Context: an optimization exercise on an open-source flow, tuned for small area and few clock cycles. The choices shown serve that exercise and are no tape-out recipe.
RTL that was checked went through simulation tests only; none was proved equivalent to the original.

run A:
==> flow/design.v <==
`default_nettype none
package usb_tx_pkg;
  typedef logic [7:0] host_byte_t;
  typedef struct packed {
    logic [3:0] check;
    logic [3:0] pid_type;
  } pid_fields_t;
  typedef union packed {
    logic [7:0]  raw;
    pid_fields_t f;
  } pid_t;
  typedef struct packed {
    logic [7:0] data;
    logic       last;   
    logic       pid;    
  } buf_entry_t;
  typedef struct packed {
    logic drive;   
    logic dp;
    logic dm;
  } line_t;
endpackage
`default_nettype wire
`timescale 1ns/1ps
`default_nettype none
module host_write_port (
  input  logic                   clock,
  input  logic                   reset,
  input  logic                   req,
  input  usb_tx_pkg::host_byte_t wdata,
  output logic                   ack,
  output logic                   pid_error,
  output logic                   wr_en,
  input  logic                   wr_slot,
  input  logic                   full,
  output logic                   hdr_done,   
  input  logic                   pending
);
  typedef enum logic [1:0] {PH_LEN = 2'd0, PH_PID = 2'd1, PH_DATA = 2'd2} phase_t;
  phase_t     phase;
  logic [5:0] rem;      
  logic       pid_ok;
  logic       good;
  logic       last_in;
  logic       can;
  logic       accept;
  assign good     = (phase == PH_PID) ? (wdata[7:4] == ~wdata[3:0]) : pid_ok;
  assign last_in  = (rem == 6'd1);
  assign hdr_done = !(phase == PH_DATA && pid_ok);
  assign can    = (phase == PH_LEN) || !good ||
                  (wr_slot && !full && (phase == PH_DATA || !pending));
  assign accept = req && !ack && can;
  assign wr_en  = accept && phase != PH_LEN && good;
  always_ff @(posedge clock) begin
    if (reset) begin
      ack       <= 1'b0;
      pid_error <= 1'b0;
      phase     <= PH_LEN;
    end else begin
      ack       <= accept || (ack && req);
      pid_error <= accept && phase != PH_LEN && last_in && !good;
      if (accept) begin
        if (phase == PH_LEN) phase <= (wdata[5:0] != '0) ? PH_PID : PH_LEN;
        else                 phase <= last_in ? PH_LEN : PH_DATA;
      end
    end
  end
  always_ff @(posedge clock) begin
    if (accept) rem <= (phase == PH_LEN) ? wdata[5:0] : rem - 6'd1;
    if (accept && phase == PH_PID) pid_ok <= good;
  end
endmodule
`default_nettype wire
`timescale 1ns/1ps
`default_nettype none
module packet_buffer (
  input  logic       clock,
  input  logic       reset,
  input  logic       wr_en,
  input  logic [7:0] wdata,
  output logic       wr_slot,    
  input  logic       rd_en,
  output logic       rd_slot,    
  output logic [7:0] tap,
  output logic       full,
  output logic       empty
);
  localparam int K = 31;
  localparam logic [4:0] Z     = 5'b11111;
  localparam logic [4:0] Z_M3  = 5'b10011;   
  logic [K*8-1:0] ring;
  logic [4:0]     wt;
  logic [4:0]     rt;
  logic           lw;    
  assign tap     = ring[K*8-1 -: 8];
  assign wr_slot = (wt == Z);
  assign rd_slot = (rt == Z);
  assign full    = (wt == rt) && lw;
  assign empty   = (wt == rt) && !lw;
  always_ff @(posedge clock) begin
    ring <= {ring[K*8-9:0], wr_en ? wdata : tap};
  end
  always_ff @(posedge clock) begin
    if (reset) begin
      wt <= Z;
      rt <= Z;
      lw <= 1'b0;
    end else begin
      wt <= wr_en ? Z_M3 : {wt[3:0], wt[4] ^ wt[2]};
      rt <= rd_en ? Z_M3 : {rt[3:0], rt[4] ^ rt[2]};
      if (wr_en || rd_en) lw <= wr_en;
    end
  end
endmodule
`default_nettype wire
`timescale 1ns/1ps
`default_nettype none
module line_serializer (
  input  logic              clock,
  input  logic              reset,
  input  logic              hdr_done,  
  output logic              pending,   
  input  logic              rd_slot,
  input  logic              empty,
  input  logic [7:0]        tap,
  output logic              rd_en,
  output usb_tx_pkg::line_t line,
  output logic              busy
);
  typedef enum logic [2:0] {
    S_IDLE = 3'b000,
    S_SYNC = 3'b001,
    S_PID  = 3'b010,
    S_DATA = 3'b011,
    S_CRC  = 3'b100,
    S_TAIL = 3'b110    
  } state_t;
  state_t      state;
  logic [1:0]  cyc;
  logic [2:0]  ones;
  logic [2:0]  bit_idx;
  logic [7:0]  sh;        
  logic [7:0]  nx;
  logic        nxv;
  logic        shv;       
  logic        lvl;
  logic        crc_lo;    
  logic [15:0] crc;
  logic        drained;   
  logic bit_sh;
  logic tick, stuff, tail, stream, in_byte, in_crc, cur, din;
  logic bitstep, bytedone, start, preload, sh_load, se0;
  assign tick     = (cyc == 2'd3);
  assign stuff    = (ones == 3'd6);
  assign busy     = (state != S_IDLE);
  assign tail     = (state == S_TAIL);
  assign stream   = busy && !tail;
  assign in_byte  = (state == S_PID) || (state == S_DATA);
  assign in_crc   = (state == S_CRC);
  assign bit_sh   = sh[bit_idx];
  assign cur      = (state == S_SYNC) ? (bit_idx == 3'd7) : in_crc ? ~crc[0] : bit_sh;
  assign din      = in_crc ? crc[0] : bit_sh;
  assign bitstep  = tick && stream && !stuff;
  assign bytedone = bitstep && (bit_idx == 3'd7);
  assign start    = !busy && hdr_done && (!empty || nxv || shv);
  assign preload  = (!busy || state == S_SYNC) && !shv && nxv;
  assign sh_load  = preload || (bytedone && in_byte && nxv);
  assign rd_en    = !nxv && rd_slot && !empty && !(busy && drained);
  assign pending  = !empty || (busy ? !drained : (nxv || shv));
  assign se0  = tail && (bit_idx[0] ^ bit_idx[1]);
  assign line = {busy, busy && !se0 && lvl, busy && !se0 && !lvl};
  always_ff @(posedge clock) begin
    if (rd_en) nx <= tap;
    if (sh_load) sh <= nx;
    if (state == S_SYNC) crc <= 16'hFFFF;
    else if (bitstep && (state == S_DATA || in_crc))
      crc <= {1'b0, crc[15:1]} ^ ((crc[0] ^ din) ? 16'hA001 : 16'h0000);
    if (start) ones <= '0;
    else if (tick) ones <= (stuff || !cur || tail) ? 3'd0 : ones + 3'd1;
    if (start) lvl <= 1'b1;
    else if (tick && (stuff || (!cur && stream))) lvl <= !lvl;
    else if (tick && tail && bit_idx == 3'd2) lvl <= 1'b1;
  end
  always_ff @(posedge clock) begin
    if (reset) begin
      state   <= S_IDLE;
      nxv     <= 1'b0;
      shv     <= 1'b0;
      cyc     <= '0;
      bit_idx <= '0;
      drained <= 1'b0;
    end else begin
      cyc     <= busy ? cyc + 2'd1 : 2'd0;
      drained <= busy && (drained || empty);
      if (rd_en) nxv <= 1'b1;
      else if (sh_load) nxv <= 1'b0;
      if (bytedone && state == S_SYNC) shv <= 1'b0;
      else if (preload) shv <= 1'b1;
      if (start) bit_idx <= '0;
      else if (tick && !stuff) bit_idx <= bit_idx + 3'd1;
      if (bytedone && state == S_SYNC) crc_lo <= (sh[1:0] == 2'b11);
      else if (bytedone && in_crc) crc_lo <= 1'b0;
      if (start) state <= S_SYNC;
      else if (tick) begin
        case (state)
          S_SYNC:  if (bytedone) state <= S_PID;
          S_PID, S_DATA:
            if (bytedone) state <= nxv ? S_DATA : crc_lo ? S_CRC : S_TAIL;
          S_CRC:   if (bytedone && !crc_lo) state <= S_TAIL;
          S_TAIL:  if (!stuff && bit_idx == 3'd3) state <= S_IDLE;
          default: state <= S_IDLE;
        endcase
      end
    end
  end
endmodule
`default_nettype wire
`timescale 1ns/1ps
`default_nettype none
module usb_tx_top (
  input  logic                   clock,
  input  logic                   reset,
  input  logic                   req,
  input  usb_tx_pkg::host_byte_t wdata,
  output logic                   ack,
  output logic                   pid_error,
  output usb_tx_pkg::line_t      line,
  output logic                   busy
);
  logic       wr_en;
  logic       full;
  logic       empty;
  logic       wr_slot;
  logic       rd_slot;
  logic       rd_en;
  logic [7:0] tap;
  logic       hdr_done;
  logic       pending;
  host_write_port u_host_write_port (
    .clock     (clock),
    .reset     (reset),
    .req       (req),
    .wdata     (wdata),
    .ack       (ack),
    .pid_error (pid_error),
    .wr_en     (wr_en),
    .wr_slot   (wr_slot),
    .full      (full),
    .hdr_done  (hdr_done),
    .pending   (pending)
  );
  packet_buffer u_packet_buffer (
    .clock   (clock),
    .reset   (reset),
    .wr_en   (wr_en),
    .wdata   (wdata),
    .wr_slot (wr_slot),
    .rd_en   (rd_en),
    .rd_slot (rd_slot),
    .tap     (tap),
    .full    (full),
    .empty   (empty)
  );
  line_serializer u_line_serializer (
    .clock    (clock),
    .reset    (reset),
    .hdr_done (hdr_done),
    .pending  (pending),
    .rd_slot  (rd_slot),
    .empty    (empty),
    .tap      (tap),
    .rd_en    (rd_en),
    .line     (line),
    .busy     (busy)
  );
endmodule
`default_nettype wire
Settings: LEC_CHECK=0, CAP_MARGIN=20, CORE_MARGIN=2, CORE_UTILIZATION=40, CTS_BUF_LIST=sky130_fd_sc_hd__clkbuf_8, CTS_CLUSTER_DIAMETER=60, CTS_CLUSTER_SIZE=20, SLEW_MARGIN=20; clock period 10.0 ns.
standard.sh (not shown) runs the stock make flow with config.mk's settings and CLKGATE_MAP_FILE= SYNTH_SCRIPT=/design/flow/synth_recipe.tcl, a recipe that flattens the netlist after the stock synthesis.
==> flow/flow/run.sh <==
#!/bin/bash
# The standard layout with two changes: synthesis maps the logic with an
# area-oriented ABC script (flow/synth.tcl, flow/area.abc), and the port
# buffers are the smallest buffer cell. Each step's output goes to its own log.
set -euo pipefail
here=$(pwd)
export BUFFER_PORTS_ARGS="-buffer_cell sky130_fd_sc_hd__buf_1"
export AREA_ABC_SCRIPT=$here/flow/area.abc
export FLOW_SYNTH_TCL=$here/synth_recipe.tcl
sed -E "s#SYNTH_SCRIPT=('[^']*'|[^ ]*)#SYNTH_SCRIPT=$here/flow/synth.tcl#" standard.sh > area_synth.sh
grep -q "SYNTH_SCRIPT=$here/flow/synth.tcl" area_synth.sh
bash area_synth.sh synth > synth_step.log 2>&1
bash standard.sh > layout_steps.log 2>&1
==> flow/flow/area.abc <==
&get -n
&st
&dch -f
&nf -R 1000
&put
strash
&get -n
&st
&dch -f
&nf -R 1000
&put
topo
dnsize -c
==> flow/flow/synth.tcl <==
# The standard flow's synthesis script, with ABC's logic mapping done by the area-oriented
# script flow/area.abc instead of ORFS's speed script. Registers are untouched.
proc abc {args} {
  set new {}
  set skip 0
  foreach a $args {
    if {$skip} { set skip 0; continue }
    if {$a eq "-script"} { set skip 1; lappend new -script $::env(AREA_ABC_SCRIPT); continue }
    lappend new $a
  }
  yosys abc {*}$new
}
source $::env(FLOW_SYNTH_TCL)
Testbench counts of run A, summed over its fixed seeds: cycles 131,526.
--- input diff run A..run B ---
--- a/flow/design.v
+++ b/flow/design.v
@@ -145,11 +145,11 @@
   logic        shv;       
   logic        lvl;
   logic        crc_lo;    
   logic [15:0] crc;
   logic        drained;   
-  logic bit_sh;
+  logic bit_sh, fb, hdr;
   logic tick, stuff, tail, stream, in_byte, in_crc, cur, din;
   logic bitstep, bytedone, start, preload, sh_load, se0;
   assign tick     = (cyc == 2'd3);
   assign stuff    = (ones == 3'd6);
   assign busy     = (state != S_IDLE);
@@ -158,10 +158,12 @@
   assign in_byte  = (state == S_PID) || (state == S_DATA);
   assign in_crc   = (state == S_CRC);
   assign bit_sh   = sh[bit_idx];
   assign cur      = (state == S_SYNC) ? (bit_idx == 3'd7) : in_crc ? ~crc[0] : bit_sh;
   assign din      = in_crc ? crc[0] : bit_sh;
+  assign fb       = crc[0] ^ din;
+  assign hdr      = (state == S_SYNC) || (state == S_PID);
   assign bitstep  = tick && stream && !stuff;
   assign bytedone = bitstep && (bit_idx == 3'd7);
   assign start    = !busy && hdr_done && (!empty || nxv || shv);
   assign preload  = (!busy || state == S_SYNC) && !shv && nxv;
   assign sh_load  = preload || (bytedone && in_byte && nxv);
@@ -170,35 +172,33 @@
   assign se0  = tail && (bit_idx[0] ^ bit_idx[1]);
   assign line = {busy, busy && !se0 && lvl, busy && !se0 && !lvl};
   always_ff @(posedge clock) begin
     if (rd_en) nx <= tap;
     if (sh_load) sh <= nx;
-    if (state == S_SYNC) crc <= 16'hFFFF;
-    else if (bitstep && (state == S_DATA || in_crc))
-      crc <= {1'b0, crc[15:1]} ^ ((crc[0] ^ din) ? 16'hA001 : 16'h0000);
-    if (start) ones <= '0;
-    else if (tick) ones <= (stuff || !cur || tail) ? 3'd0 : ones + 3'd1;
-    if (start) lvl <= 1'b1;
-    else if (tick && (stuff || (!cur && stream))) lvl <= !lvl;
-    else if (tick && tail && bit_idx == 3'd2) lvl <= 1'b1;
+    if (bitstep)
+      crc <= {hdr || fb, crc[15], crc[14] ^ (fb && !hdr), crc[13:2], crc[1] ^ (fb && !hdr)};
   end
   always_ff @(posedge clock) begin
     if (reset) begin
       state   <= S_IDLE;
       nxv     <= 1'b0;
       shv     <= 1'b0;
       cyc     <= '0;
-      bit_idx <= '0;
       drained <= 1'b0;
+      ones    <= '0;
+      lvl     <= 1'b1;
     end else begin
+      if (tick) ones <= (stuff || !cur || tail) ? 3'd0 : ones + 3'd1;
+      if (tick && (stuff || (!cur && stream))) lvl <= !lvl;
+      else if (tick && tail && bit_idx == 3'd2) lvl <= 1'b1;
       cyc     <= busy ? cyc + 2'd1 : 2'd0;
       drained <= busy && (drained || empty);
       if (rd_en) nxv <= 1'b1;
       else if (sh_load) nxv <= 1'b0;
       if (bytedone && state == S_SYNC) shv <= 1'b0;
       else if (preload) shv <= 1'b1;
-      if (start) bit_idx <= '0;
+      if (!busy) bit_idx <= '0;
       else if (tick && !stuff) bit_idx <= bit_idx + 3'd1;
       if (bytedone && state == S_SYNC) crc_lo <= (sh[1:0] == 2'b11);
       else if (bytedone && in_crc) crc_lo <= 1'b0;
       if (start) state <= S_SYNC;
       else if (tick) begin
--- outcome ---
Summary of run B over run A: core utilization comparable; global routing met2 resource utilization now smaller; final area essentially unchanged; fraction of the cycle the final worst path needs went down 6.2 points. Comparing run A and run B, the higher synthesized cell area was measured on run A. Cmp run B vs run A: largest vdd supply drop lower in run B. Looking only at setup slack, and setting everything else aside, the lower value of run A and run B goes to run A. Comparing run A with run B, the fraction of synthesized cell area in xor and xnor cells came out essentially unchanged. Relative to run A, minimum clock period decreased by 0.62 ns in run B. The number of multi-input logic gates in run B was lower than what run A gave. Against run A, routed wire length in run B fell by a few percent. Run B ended up with a lower worst hold margin than run A did.
Function not checked in run B: the RTL went through the layout flow alone.

==> what the ideal ports hide <==
No port has a modelled driver above. Below, the same layouts with a new extraction and two added sets of constraints. Step 1: set_driving_cell puts a clkbuf_16 on clock and a buf_2 on each other input, an assumption about the parent block. Step 2 times the ports against the registers' clock, not the clock port: input delays grow and output delays shrink by t, the midpoint of the rising clock arrivals with the driver on. a / b / c = no drivers / after step 1 / after step 2; a / b = the first two.
run	shift t [ns]	setup WS [ns]	slew at the worst register clock pin (ns)	worst data-port slew with drivers (ns)	cell pins on the clock port's net
run A	0.560	5.556 / 5.520 / 5.704	0.12 / 0.12	0.06	1
run B	0.552	6.176 / 6.141 / 5.668	0.12 / 0.12	0.06	1
After both steps setup and hold are still met in every run listed. The setup slack of run B, which loses most, moves by -0.035 ns with the drivers and by -0.508 ns with both steps.
